This is an optimization exercise on Yosys and OpenROAD, whose aim is small area, not a production implementation. Function was checked by simulation only, so behaviour that the tests miss may differ from the original. Power is estimated from default activity; no workload was simulated.

==> flow/design.v <==
module neo_mc_detector #(
  parameter int N  = 16,
  parameter int M  = 32,
  parameter int CH = 8,
  parameter int K  = 2,
  parameter int RW = 8,
  localparam int CHW = (CH > 1) ? $clog2(CH) : 1
) (
  input  logic                  Clk,
  input  logic                  reset,
  input  logic                  in_valid,
  input  logic [CHW-1:0]        in_ch,
  input  logic signed [N-1:0]   in_data,
  input  logic signed [M-1:0]   threshold,
  input  logic [RW-1:0]         refract_len,
  output logic                  out_valid,
  output logic [CHW-1:0]        out_ch,
  output logic signed [M-1:0]   out_energy,
  output logic                  out_sat,
  output logic                  spike
);
  localparam int D  = 2 * K;
  localparam int WW = $clog2(D + 1);
  localparam logic [WW-1:0] WARM = WW'(D);
  localparam logic [CHW:0] CH_LIM = (CHW + 1)'(CH);
  logic signed [N-1:0] hist [CH][D];
  logic [WW-1:0]       warm [CH];
  logic [RW-1:0]       refract [CH];
  logic                accept;
  logic                produce;
  logic [CHW-1:0]      ch_idx;
  logic signed [N-1:0] xk;
  logic signed [N-1:0] x2k;
  logic                  s1_valid;
  logic [CHW-1:0]        s1_ch;
  logic signed [2*N-1:0] s1_sq;
  logic signed [2*N-1:0] s1_xp;
  logic signed [2*N:0]   diff;
  logic signed [M-1:0]   sat_e;
  logic                  sat_flag;
  logic                  det;
  always_comb begin
    accept  = in_valid && ({1'b0, in_ch} < CH_LIM);
    ch_idx  = accept ? in_ch : '0;
    xk      = hist[ch_idx][K-1];
    x2k     = hist[ch_idx][D-1];
    produce = accept && (warm[ch_idx] == WARM);
  end
  always_ff @(posedge Clk or negedge reset) begin
    if (!reset) begin
      for (int c = 0; c < CH; c++) begin
        warm[c] <= '0;
        for (int i = 0; i < D; i++) begin
          hist[c][i] <= '0;
        end
      end
    end else if (accept) begin
      hist[ch_idx][0] <= in_data;
      for (int i = 1; i < D; i++) begin
        hist[ch_idx][i] <= hist[ch_idx][i-1];
      end
      if (warm[ch_idx] != WARM) begin
        warm[ch_idx] <= warm[ch_idx] + WW'(1);
      end
    end
  end
  always_ff @(posedge Clk or negedge reset) begin
    if (!reset) begin
      s1_valid <= 1'b0;
      s1_ch    <= '0;
      s1_sq    <= '0;
      s1_xp    <= '0;
    end else begin
      s1_valid <= produce;
      if (produce) begin
        s1_ch <= ch_idx;
        s1_sq <= xk * xk;
        s1_xp <= in_data * x2k;
      end
    end
  end
  always_comb begin
    diff = $signed({s1_sq[2*N-1], s1_sq}) - $signed({s1_xp[2*N-1], s1_xp});
  end
  if (M < 2 * N + 1) begin : g_sat
    localparam logic signed [2*N:0] EMAX = {{(2*N+2-M){1'b0}}, {(M-1){1'b1}}};
    localparam logic signed [2*N:0] EMIN = {{(2*N+2-M){1'b1}}, {(M-1){1'b0}}};
    always_comb begin
      sat_e    = diff[M-1:0];
      sat_flag = 1'b0;
      if (diff > EMAX) begin
        sat_e    = {1'b0, {(M-1){1'b1}}};
        sat_flag = 1'b1;
      end else if (diff < EMIN) begin
        sat_e    = {1'b1, {(M-1){1'b0}}};
        sat_flag = 1'b1;
      end
    end
  end else begin : g_nosat
    always_comb begin
      sat_e    = M'(diff);
      sat_flag = 1'b0;
    end
  end
  always_comb begin
    det = (sat_e > threshold) && (refract[s1_ch] == '0);
  end
  always_ff @(posedge Clk or negedge reset) begin
    if (!reset) begin
      out_valid  <= 1'b0;
      out_ch     <= '0;
      out_energy <= '0;
      out_sat    <= 1'b0;
      spike      <= 1'b0;
    end else begin
      out_valid <= s1_valid;
      spike     <= s1_valid && det;
      if (s1_valid) begin
        out_ch     <= s1_ch;
        out_energy <= sat_e;
        out_sat    <= sat_flag;
      end
    end
  end
  always_ff @(posedge Clk or negedge reset) begin
    if (!reset) begin
      for (int c = 0; c < CH; c++) begin
        refract[c] <= '0;
      end
    end else if (s1_valid) begin
      if (det) begin
        refract[s1_ch] <= refract_len;
      end else if (refract[s1_ch] != '0) begin
        refract[s1_ch] <= refract[s1_ch] - RW'(1);
      end
    end
  end
endmodule
==> flow/run.sh <==
#!/bin/bash
# synth_recipe.tcl (not shown) runs the flow's synth.tcl, then flattens the netlist and writes it again
# the make line also repeats each setting of config.mk as NAME=value (left out here)
make -C /OpenROAD-flow-scripts/flow DESIGN_CONFIG=/design/flow/config.mk WORK_HOME=/design/flow/orfs CLKGATE_MAP_FILE= SYNTH_SCRIPT=/design/flow/synth_recipe.tcl finish
==> flow/config.mk <==
export PLATFORM = sky130hd
export DESIGN_NAME = neo_mc_detector
export DESIGN_NICKNAME = neo_mc_detector
export VERILOG_FILES = /design/flow/design.v
export SDC_FILE = /design/flow/constraint.sdc
export NUM_CORES = 4
export LEC_CHECK = 0
export CAP_MARGIN = 20
export CORE_MARGIN = 2
export CORE_UTILIZATION = 40
export SETUP_SLACK_MARGIN = 0.2
export SLEW_MARGIN = 20
==> flow/constraint.sdc <==
create_clock -name core_clock -period 8.5 [get_ports {Clk}]
set_input_delay 1.7000 -clock core_clock [delete_from_list [all_inputs] [get_ports {Clk}]]
set_output_delay 1.7000 -clock core_clock [all_outputs]
set_load 0.01 [all_outputs]
==> out/qor.yml <==
drv_slew: 0
io_pins: 100
core_sq_um: 124000
nFillCells: 11500
synth_xor_area_share_pct: 1.80
rows: 129
drive_above_1_share_pct: 17.1
ctsHoldBuffers: 0
clock_latency_ns: 0.66
avgSynthCellArea_sq_um: 9.06
io_buffers: 99
drt_pre_antenna_iters: 6
ys_types: 77
hold_ws_ns: 0.451
root_buffer: "clkbuf_16"
layout_commonest_cell: "nand2_1"
grt_pass1_vias: 40300
wl_per_cell_um: 18.0
routed_wl_mm: 140
yosys.area_share.simple_pct: 19.4
die_area_sq_um: 128000
syn-num-nets: 6311
hpwl_mm: 105
tns_ns: 0
fmax_mhz: 123
ys_seq_area_share_pct: 35.3
grt_pass1_wl_mm: 224
start_util_pct: 40.4
synth_area_sq_um: 50000
yosysWarningCount: 4
cap_violations: 0
ys.flop_type: "dfrtp_1"
min_period_over_period_pct: 95.5
cp_slowest_cell: "fa_2"
power.density_nw_per_um2: 379
synth-edff-count: 0
start_kind: "primary input"
antenna_found_initial: 6
synthMuxAreaShare_pct: 3.42
cp_max_fo: 11
clock-skew-final_ns: 0.0351
period_needed_ns: 8.12
synthArstFlopShare_pct: 100
yosys.area_share.adder_pct: 25.8
nNetsFinal: 6857
power.total_w: 0.0231
leakagePower_nw: 31.9
drt-initial-drc-count: 2809
dr_total_vias: 38800
gp_congestion: 0.879
ys_seq_elements: 705
cpMostUsedCell: "fa_1"
endpoint_kind: "flop"
area_delta_synth_final_pct: 21.7
clockBufferDepth: 3
synth_top_family_by_area: "adder cells"
cts_sinks: 705
die_x_um: 358
gr-usage-all-layers_pct: 22.2
die_h_um: 358
drc_errors: 0
peakVddDrop_mv: 0.354
final_cell_mix: "nand2_1, dfrtp_1, inv_1"
synth_compound_area_share_pct: 6.83
ant_nets: 0
cts_buffers: 82
cpPeakStageDelay_ns: 0.60
worstPathArrival_ns: 8.63
tightest_slew_ns: 1.03
cts.clk_slew.worst_paths_ns: 0.06
overflow: 0
hold_viol: 0
relSlewSlack_pct: 31.4
setup_viol_count_final: 0
grt_start_max_net_pins: 154
worstPathRequired_ns: 9.01
viasPerCell: 4.99
syn_inst: 5517
hold_path_class: "flop to flop"
status: "finished clean"
ctsHtreeMaxLevel: 3
path_class: "primary input to flop"
cts_tree: "done"
rsz0062_at_grt: "yes"
[registers in the layout, summed over array words and instances (netlist names)]
register and flops:
s1_xp 32, out_energy 32, hist 512, spike 1, s1_valid 1, out_sat 1, s1_ch 3, warm 24
refract 64, out_valid 1, s1_sq 31, out_ch 3
[final timing paths]
check                             from            end  slack, ns  cells past startpoint
max                           in_ch[0]      s1_xp[20]       0.38                     32
min                        hist[18][3]    hist[19][3]       0.45                      2
max reg2reg                  s1_sq[21]  refract[3][6]       1.53                     19
min reg2reg                hist[18][3]    hist[19][3]       0.45                      2
max in group asynchronous        reset   hist[12][12]       5.77                      3
min in group asynchronous        reset   hist[16][13]       1.00                      1
[synth_stat cells, types with 32 or more instances]
cell type  instances  share of area [%]
clkbuf_1         209                1.6
a22oi_1           40               0.60
a21o_1            53               0.80
xnor2_1           60                1.1
a21oi_1           98               0.98
o21ai_0          118                1.2
mux2_2           120                2.7
nor2b_1           78               0.98
xor2_1            43               0.75
nand3_1           33               0.33
dfrtp_1          705                 35
mux2i_1           32               0.64
fa_1             501                 20
nor2_1           166                1.2
ha_1             231                5.8
nand2_1         1835                 14
and2_1            81                1.0
inv_1            704                5.3
[critical path: cells and delay by family]
kind | cells | cell delay, ns
compound gates | 9 | 1.77
xor+xnor | 1 | 0.29
fa+ha+maj | 7 | 3.25
buf+inv | 11 | 1.17
simple gates | 4 | 0.43
[layer usage]
| layer | track usage [%] | share of wire (%) | vias up |
|---|---|---|---|
| met4 | 5.70 | 2.4 | 10 |
| met2 | 36.3 | 46 | 929 |
| li1 | - | - | 18300 |
| met1 | 31.4 | 46 | 19400 |
| met3 | 2.88 | 5.0 | 185 |
| met5 | 0 | 0.045 | - |
[timing repair]
action / in CTS / in global routing
cloned: 2 / 5
resized for setup: 27 / 141
setup buffers: 12 / 35
endpoints found under the setup margin: 35 / 31
pin swaps: 14 / 66
[stage by stage]
step	worst slack, ns	instance area [sq um]	cells	utilization [%]
6_report	0.382	60900	7769	49.2
5_1_grt	0.116	60900	7767	49.2
4_1_cts	0.189	59900	7726	48.4
3_5_place_dp	-0.969	56900	7562	45.9
3_3_place_gp	-0.878	56900	7562	45.9
2_1_floorplan	0.200	50300	5517	-
[power by group]
part	leakage, nW	switching [W]	internal [W]	total (W)
combinational	21.4	0.00790	0.00666	0.0146
clock	1.38	0.00152	0.00218	0.00370
sequential	9.10	0.000567	0.00425	0.00482
total	31.9	0.00998	0.0131	0.0231
[cell families after synthesis]
| kind of cell | count (synthesis) |
|---|---|
| multiplexers | 154 |
| XOR/XNOR | 103 |
| AO/OA/AOI/OAI | 509 |
| AND/OR/NAND/NOR | 2348 |
| adder cells (fa/ha/maj) | 732 |
| buffers and inverters | 966 |
| flip-flops | 705 |
[layout make-up]
type,instances,area [sq um],share of cell area (%)
well taps,1637,2050,3.37
repair buffers,717,6380,10.5
inverters,711,2680,4.40
clock buffers,118,2380,3.91
flip-flops and latches,705,17600,29.0
clock inverters,32,460,0.756
diodes,3,7.51,0.0123
multi-input cells,3846,29300,48.1

## what the ideal ports hide
In the flow no input, the clock included, has a driving cell. The finished layout below was timed again as built, in two steps.
Step 1 (the two cells are an assumption about what drives the block):
set clk [get_ports {Clk}]
set_driving_cell -lib_cell sky130_fd_sc_hd__clkbuf_16 $clk
set_driving_cell -lib_cell sky130_fd_sc_hd__buf_2 [delete_from_list [all_inputs] $clk]
Step 2 moves the port delays by t, midway between the first and last clock arrival at a register: inputs arrive t later, outputs are due t later. That takes back most of the time a late clock gives input paths.
Three values: ideal, step 1, step 2; two values: the first two.
t (ns): 0.709
setup WS [ns]: 0.382 / 0.388 / -0.321
hold WS [ns]: 0.451 / 0.451 / 0.451
worst register clock-pin slew, ns: 0.07 / 0.07
worst slew at a driven data input, ns: 0.09
Met with ideal ports but missed after step 2: setup timing in this run. For this run, drivers alone change the setup slack by +0.006 ns; drivers and shift together by -0.703 ns.
